Context: an optimization exercise on an open-source flow, tuned for small area and a short achievable clock period. The choices shown serve that exercise and are no tape-out recipe. Only simulation tests tie the RTL to the original design; equivalence was not proved. Power figures rest on the tool's default switching activity, not on a simulated workload.

== sierra ==
## gp_imem
module gp_imem (
  input  logic        clk,
  input  logic        rst,
  input  logic [29:0] addr,
  input  logic        stall,
  output logic [31:0] inst,
  output logic        ready,
  input  logic        reload,
  input  logic        wr_en,
  input  logic [29:0] wr_addr,
  input  logic [31:0] wr_data,
  output logic        wr_ack,
  output logic        wr_err,
  output logic        par_err
);
clock: 5.5 ns
lec_check: 0
cap_margin: 20
core_margin: 2
core_utilization: 45
cts_buf_list: sky130_fd_sc_hd__clkbuf_8
cts_cluster_diameter: 60
cts_cluster_size: 15
setup_slack_margin: 2.7
slew_margin: 65
synth_hierarchical: 1
standard.sh (not shown) runs the stock make flow with config.mk's settings and CLKGATE_MAP_FILE= SYNTH_SCRIPT=/design/flow/synth_recipe.tcl, a recipe that flattens the netlist after the stock synthesis.
==> flow/flow/run.sh <==
#!/bin/bash
# Standard layout, with buf_4 as the port buffer instead of the cell buffer_ports picks by itself
# (a delay cell that repair_timing cannot resize out of its footprint).
set -euo pipefail
export BUFFER_PORTS_ARGS="-buffer_cell sky130_fd_sc_hd__buf_4"
bash standard.sh > standard.log 2>&1
--- input diff sierra..harbor ---
- SETUP_SLACK_MARGIN now 2.5, was 2.7
==> comparison <==
In summary, harbor completed successfully, with a layout that passed the timing, DRC and antenna checks.
Diff sierra -> harbor: design area saw a decrease, utilization after layout moved down, measured slew at the worst slew-check pin saw an increase.
Sequential power share for harbor is higher than for sierra.
harbor -> sierra: wire length on met2 flat
Multi-input gate share of the layout cell area on harbor is up relative to sierra.
What willow does differently from harbor at the input level:
- SETUP_SLACK_MARGIN changed from 2.5 to 2.9
- SLEW_MARGIN changed from 65 to 55
==> flow/flow/run.sh <==
#!/bin/bash
# Standard layout, with buf_2 as the port buffer instead of the cell buffer_ports picks by itself
# (a delay cell that repair_timing cannot resize out of its footprint).
set -euo pipefail
export BUFFER_PORTS_ARGS="-buffer_cell sky130_fd_sc_hd__buf_2"
bash standard.sh > standard.log 2>&1
Sum of routed wire length over all layers: willow > harbor. Number of ordinary and repair buffers in the finished layout: willow vs harbor up 166. Comparing routed wirelength normalized by instance count for willow and harbor, the bigger number came from willow. willow reports a lower fraction of area in multi-input gates than harbor does. willow against harbor; count of multi-input combinational gates is up slightly. Looking at end point of the critical path, the inst[11] result is from willow; the inst[19] one comes from harbor. Looking at willow and harbor, the insertion delay to the later sink of the worst-skew pair is a wash. willow falls short of harbor in clock period minus final worst setup slack. willow | stages: all done | timing, DRC, antenna: all pass. Going from harbor to willow, cell area after layout grows by 2600 um^2.
Inputs modified between willow and violet:
- SLEW_MARGIN now 75, was 55
- SETUP_SLACK_MARGIN now 2.5, was 2.9
==> flow/flow/run.sh <==
#!/bin/bash
# Standard layout, with buf_4 as the port buffer instead of the cell buffer_ports picks by itself
# (a delay cell that repair_timing cannot resize out of its footprint).
set -euo pipefail
export BUFFER_PORTS_ARGS="-buffer_cell sky130_fd_sc_hd__buf_4"
bash standard.sh > standard.log 2>&1
violet ended with every stage complete and zero timing, DRC or antenna violations.
violet improves on willow in aggregate routed wire length.
Per the comparison of violet with willow, number of hold violations in the final report level, peak fanout along the critical path picked up an extra 15, non-clock buffer total of the final layout went up by 229, peak clock frequency supported by timing barely changed.

========
Another version of the RTL of gp_imem (not shown whole).
Size: ~5900 cells after synthesis, ~2200 flip-flops.
Settings: LEC_CHECK=0, CAP_MARGIN=20, CORE_MARGIN=2, CORE_UTILIZATION=45, CTS_CLUSTER_DIAMETER=80, CTS_CLUSTER_SIZE=20, SETUP_SLACK_MARGIN=2.5, SLEW_MARGIN=20, SYNTH_HIERARCHICAL=1; clock period 5.5 ns.
==> flow/flow/run.sh <==
#!/bin/bash
# Standard layout, with buf_4 as the port buffer instead of the cell buffer_ports picks by itself
# (a delay cell that repair_timing cannot resize out of its footprint).
set -euo pipefail
export BUFFER_PORTS_ARGS="-buffer_cell sky130_fd_sc_hd__buf_4"
bash standard.sh > standard.log 2>&1
Edit:
Settings changed: SLEW_MARGIN 20 to 65.
=> The new run ran to the end with no violations; non-clock buffer count is higher by 22; area after synthesis stays the same; cell area is higher by 0.54%; power is about the same; sequential power barely changes; die area stays the same.

========
job 383:
RTL: one of the versions met above, not the one the previous note started from.
For scale: about 5900 cells after synthesis, ~2200 flip-flops, about 76000 sq um of cells after synthesis.
// gp_imem
module gp_imem (
  input  logic        clk,
  input  logic        rst,
  input  logic [29:0] addr,
  input  logic        stall,
  output logic [31:0] inst,
  output logic        ready,
  input  logic        reload,
  input  logic        wr_en,
  input  logic [29:0] wr_addr,
  input  logic [31:0] wr_data,
  output logic        wr_ack,
  output logic        wr_err,
  output logic        par_err
);
  localparam int DEPTH = 64;
  localparam int BOOT_WORDS = gp_imem_pkg::BOOT_WORDS_DEF;
  logic        run_q;           
  logic        boot_q;          
  logic [31:0] boot_word_q;     
  logic [5:0]  boot_idx_q;      
  logic [5:0]  ra_q;            
  logic        ra_hi_q;         
  logic [31:0] inst_a_qn, inst_b_qn;  
  logic        wr_ack_q, wr_err_q;
  logic [31:0] mem [DEPTH];
  logic [31:0] mem_d [DEPTH];
  logic [31:0] boot_word, wdata, inst_a_dn, inst_b_dn;
  logic        boot_last, wr_accept, wr_hi, host_wen, run_d, ra_hi_d, rd_en;
  logic        hit, boot_hit, host_hit, kill, take;
  logic [5:0]  ra_d, boot_idx_d;
  logic [DEPTH-1:0] we, keep, rsel_a, rsel_b;
  gp_imem_boot_rom u_boot_rom (
    .idx  (boot_idx_d),
    .word (boot_word)
  );
  ...
==> flow/config.mk <==
export PLATFORM = sky130hd
export DESIGN_NAME = gp_imem
export DESIGN_NICKNAME = gp_imem
export VERILOG_FILES = /design/flow/design.v
export SDC_FILE = /design/flow/constraint.sdc
export NUM_CORES = 4
export LEC_CHECK = 0
export CAP_MARGIN = 20
export CORE_MARGIN = 2
export CORE_UTILIZATION = 52
export CTS_CLUSTER_DIAMETER = 80
export CTS_CLUSTER_SIZE = 20
export PLACE_DENSITY = 0.65
export SETUP_SLACK_MARGIN = 2.5
export SLEW_MARGIN = 65
export SYNTH_HIERARCHICAL = 1
==> flow/constraint.sdc <==
create_clock -name core_clock -period 5.5 [get_ports {clk}]
set_input_delay 1.1000 -clock core_clock [delete_from_list [all_inputs] [get_ports {clk}]]
set_output_delay 1.1000 -clock core_clock [all_outputs]
set_load 0.01 [all_outputs]
Scripts as last shown in full above: flow/flow/run.sh
Edits applied to the flow inputs when going from job 383 to job 5447:
# job 383
export LEC_CHECK = 0
export CAP_MARGIN = 20
export CORE_MARGIN = 2
export CORE_UTILIZATION = 52
export CTS_CLUSTER_DIAMETER = 80
export CTS_CLUSTER_SIZE = 20
export PLACE_DENSITY = 0.65
export SETUP_SLACK_MARGIN = 2.5
export SLEW_MARGIN = 65
export SYNTH_HIERARCHICAL = 1
create_clock -name core_clock -period 5.5 [get_ports {clk}]
# job 5447
export LEC_CHECK = 0
export CAP_MARGIN = 20
export CORE_MARGIN = 2
export CORE_UTILIZATION = 45
export CTS_BUF_LIST = sky130_fd_sc_hd__clkbuf_8
export CTS_CLUSTER_DIAMETER = 60
export CTS_CLUSTER_SIZE = 15
export SETUP_SLACK_MARGIN = 2.7
export SLEW_MARGIN = 55
export SYNTH_HIERARCHICAL = 1
create_clock -name core_clock -period 5.5 [get_ports {clk}]
==> flow/flow/run.sh <==
#!/bin/bash
# Standard layout, with buf_2 as the port buffer instead of the cell buffer_ports picks by itself
# (a delay cell that repair_timing cannot resize out of its footprint).
set -euo pipefail
export BUFFER_PORTS_ARGS="-buffer_cell sky130_fd_sc_hd__buf_2"
bash standard.sh > standard.log 2>&1
--- outcome ---
Job 5447 — synthesis-to-finish area growth 0.17 points lower, job 383 as reference
Run comparison: job 5447 cell at the slowest stage of the critical path sky130_fd_sc_hd__dfstp_2; job 383 cell at the slowest stage of the critical path sky130_fd_sc_hd__nand4_1
Per the comparison of job 5447 with job 383, smallest hold slack picked up an extra 100 ps, first-pass GRT wire length up about 0.9%, register-to-register slack climbed 120 ps, worst clock skew now sits higher.
Modified inputs, job 8121 compared to job 5447
# job 5447
export LEC_CHECK = 0
export CAP_MARGIN = 20
export CORE_MARGIN = 2
export CORE_UTILIZATION = 45
export CTS_BUF_LIST = sky130_fd_sc_hd__clkbuf_8
export CTS_CLUSTER_DIAMETER = 60
export CTS_CLUSTER_SIZE = 15
export SETUP_SLACK_MARGIN = 2.7
export SLEW_MARGIN = 55
export SYNTH_HIERARCHICAL = 1
create_clock -name core_clock -period 5.5 [get_ports {clk}]
# job 8121
export LEC_CHECK = 0
export CAP_MARGIN = 20
export CORE_MARGIN = 2
export CORE_UTILIZATION = 45
export CTS_CLUSTER_DIAMETER = 80
export CTS_CLUSTER_SIZE = 20
export SETUP_SLACK_MARGIN = 2.5
export SLEW_MARGIN = 65
export SYNTH_HIERARCHICAL = 1
create_clock -name core_clock -period 5.5 [get_ports {clk}]
==> flow/flow/run.sh <==
#!/bin/bash
# Standard layout, with buf_4 as the port buffer instead of the cell buffer_ports picks by itself
# (a delay cell that repair_timing cannot resize out of its footprint).
set -euo pipefail
export BUFFER_PORTS_ARGS="-buffer_cell sky130_fd_sc_hd__buf_4"
bash standard.sh > standard.log 2>&1
Notes after the runs:
Summary of job 8121 over job 5447: post-synthesis to final-layout area growth increased by 0.34 points relative to the old numbers; first-iteration DRC count decreased by 441 relative to the old numbers.
Looking at the reports, job 8121 completed the entire flow and the layout it produced met the timing, DRC and antenna checks.
~same final routed wire length divided by cell count in job 5447 and job 8121
The detailed-router iteration count before antenna repair number comes out lower for job 5447 vs job 8121.
For job 4910, these inputs were changed with respect to job 8121:
# job 8121
export LEC_CHECK = 0
export CAP_MARGIN = 20
export CORE_MARGIN = 2
export CORE_UTILIZATION = 45
export CTS_CLUSTER_DIAMETER = 80
export CTS_CLUSTER_SIZE = 20
export SETUP_SLACK_MARGIN = 2.5
export SLEW_MARGIN = 65
export SYNTH_HIERARCHICAL = 1
create_clock -name core_clock -period 5.5 [get_ports {clk}]
# job 4910
export LEC_CHECK = 0
export CAP_MARGIN = 20
export CORE_MARGIN = 2
export CORE_UTILIZATION = 45
export CTS_BUF_LIST = sky130_fd_sc_hd__clkbuf_8
export CTS_CLUSTER_DIAMETER = 60
export CTS_CLUSTER_SIZE = 15
export SETUP_SLACK_MARGIN = 2.5
export SLEW_MARGIN = 55
export SYNTH_HIERARCHICAL = 1
create_clock -name core_clock -period 5.5 [get_ports {clk}]
Notes after the runs:
- Delta (job 4910 minus job 8121): final-report hold violation count flat; non-clock buffer count lower; area of the multi-input gates comparable.
- Job 4910: cell area is 2300 sq um lower than what job 8121 reported.
- On highest clock frequency the design can meet, the lower figure sits with job 4910, not job 8121.
- Job 8121 has a higher routed via count than job 4910.
- Job 4910 — total power of the final layout 1900 uW lower, job 8121 as reference
#### Input delta (job 3254 over job 4910)
# job 4910
export LEC_CHECK = 0
export CAP_MARGIN = 20
export CORE_MARGIN = 2
export CORE_UTILIZATION = 45
export CTS_BUF_LIST = sky130_fd_sc_hd__clkbuf_8
export CTS_CLUSTER_DIAMETER = 60
export CTS_CLUSTER_SIZE = 15
export SETUP_SLACK_MARGIN = 2.5
export SLEW_MARGIN = 55
export SYNTH_HIERARCHICAL = 1
create_clock -name core_clock -period 5.5 [get_ports {clk}]
# job 3254
export LEC_CHECK = 0
export CAP_MARGIN = 20
export CORE_MARGIN = 2
export CORE_UTILIZATION = 45
export CTS_BUF_LIST = sky130_fd_sc_hd__clkbuf_8
export CTS_CLUSTER_DIAMETER = 60
export CTS_CLUSTER_SIZE = 15
export SETUP_SLACK_MARGIN = 2.5
export SLEW_MARGIN = 65
export SYNTH_HIERARCHICAL = 1
create_clock -name core_clock -period 5.5 [get_ports {clk}]
==> flow/flow/run.sh <==
#!/bin/bash
# Standard layout, with buf_2 as the port buffer instead of the cell buffer_ports picks by itself
# (a delay cell that repair_timing cannot resize out of its footprint).
set -euo pipefail
export BUFFER_PORTS_ARGS="-buffer_cell sky130_fd_sc_hd__buf_2"
bash standard.sh > standard.log 2>&1
Results
Of the two values seen for source of the critical timing path, ra_q[5] was produced by job 4910 and stall by job 3254.
Job 3254: via count about 1% above job 4910
Job 4910 -> job 3254: register area flat
Job 3254 against job 4910: via-per-instance ratio down about 0.4%; actual transition at the worst max-transition pin has decreased; final worst slack saw an increase.
Measured against each other, job 3254 and job 4910 differ in number of clock buffers in the layout, the lower figure coming from job 4910.

==> re-timing with driven ports <==
In the flow no input, the clock included, has a driving cell. The finished layouts below were timed again as built, in two steps.
Step 1: set_driving_cell puts a clkbuf_16 on clk and a buf_2 on each other input, an assumption about the parent block.
Step 2 also shifts input and output timing later by t, the mid clock arrival at the registers, as if the neighbouring blocks saw the same clock.
Slacks: no drivers / after step 1 / after step 2; pairs: no drivers / after step 1.
run | shift t [ns] | setup slack, ns | worst data-port slew with drivers (ns) | cell pins on the clock port's net
sierra | 1.079 | 2.446 / 2.350 / 1.464 | 0.21 | 1
harbor | 1.047 | 2.415 / 2.331 / 1.404 | 0.13 | 1
willow | 1.054 | 2.404 / 2.329 / 1.481 | 0.11 | 1
violet | 1.053 | 2.398 / 2.324 / 1.358 | 0.12 | 1
the first run of note 2 | 0.880 | 2.219 / 2.031 / 1.151 | 0.29 | 1
the second run of note 2 | 0.882 | 2.412 / 2.245 / 1.363 | 0.27 | 1
job 383 | 0.867 | 2.353 / 2.131 / 1.264 | 0.34 | 1
job 5447 | 1.046 | 2.393 / 2.315 / 1.354 | 0.17 | 1
job 8121 | 0.885 | 2.423 / 2.306 / 1.422 | 0.23 | 1
job 4910 | 1.057 | 2.352 / 2.275 / 1.218 | 0.27 | 1
job 3254 | 1.026 | 2.443 / 2.367 / 1.351 | 0.15 | 1
After both steps every run listed still meets setup and hold. The setup slack of job 4910, which loses most, moves by -0.077 ns with the drivers and by -1.134 ns with both steps.
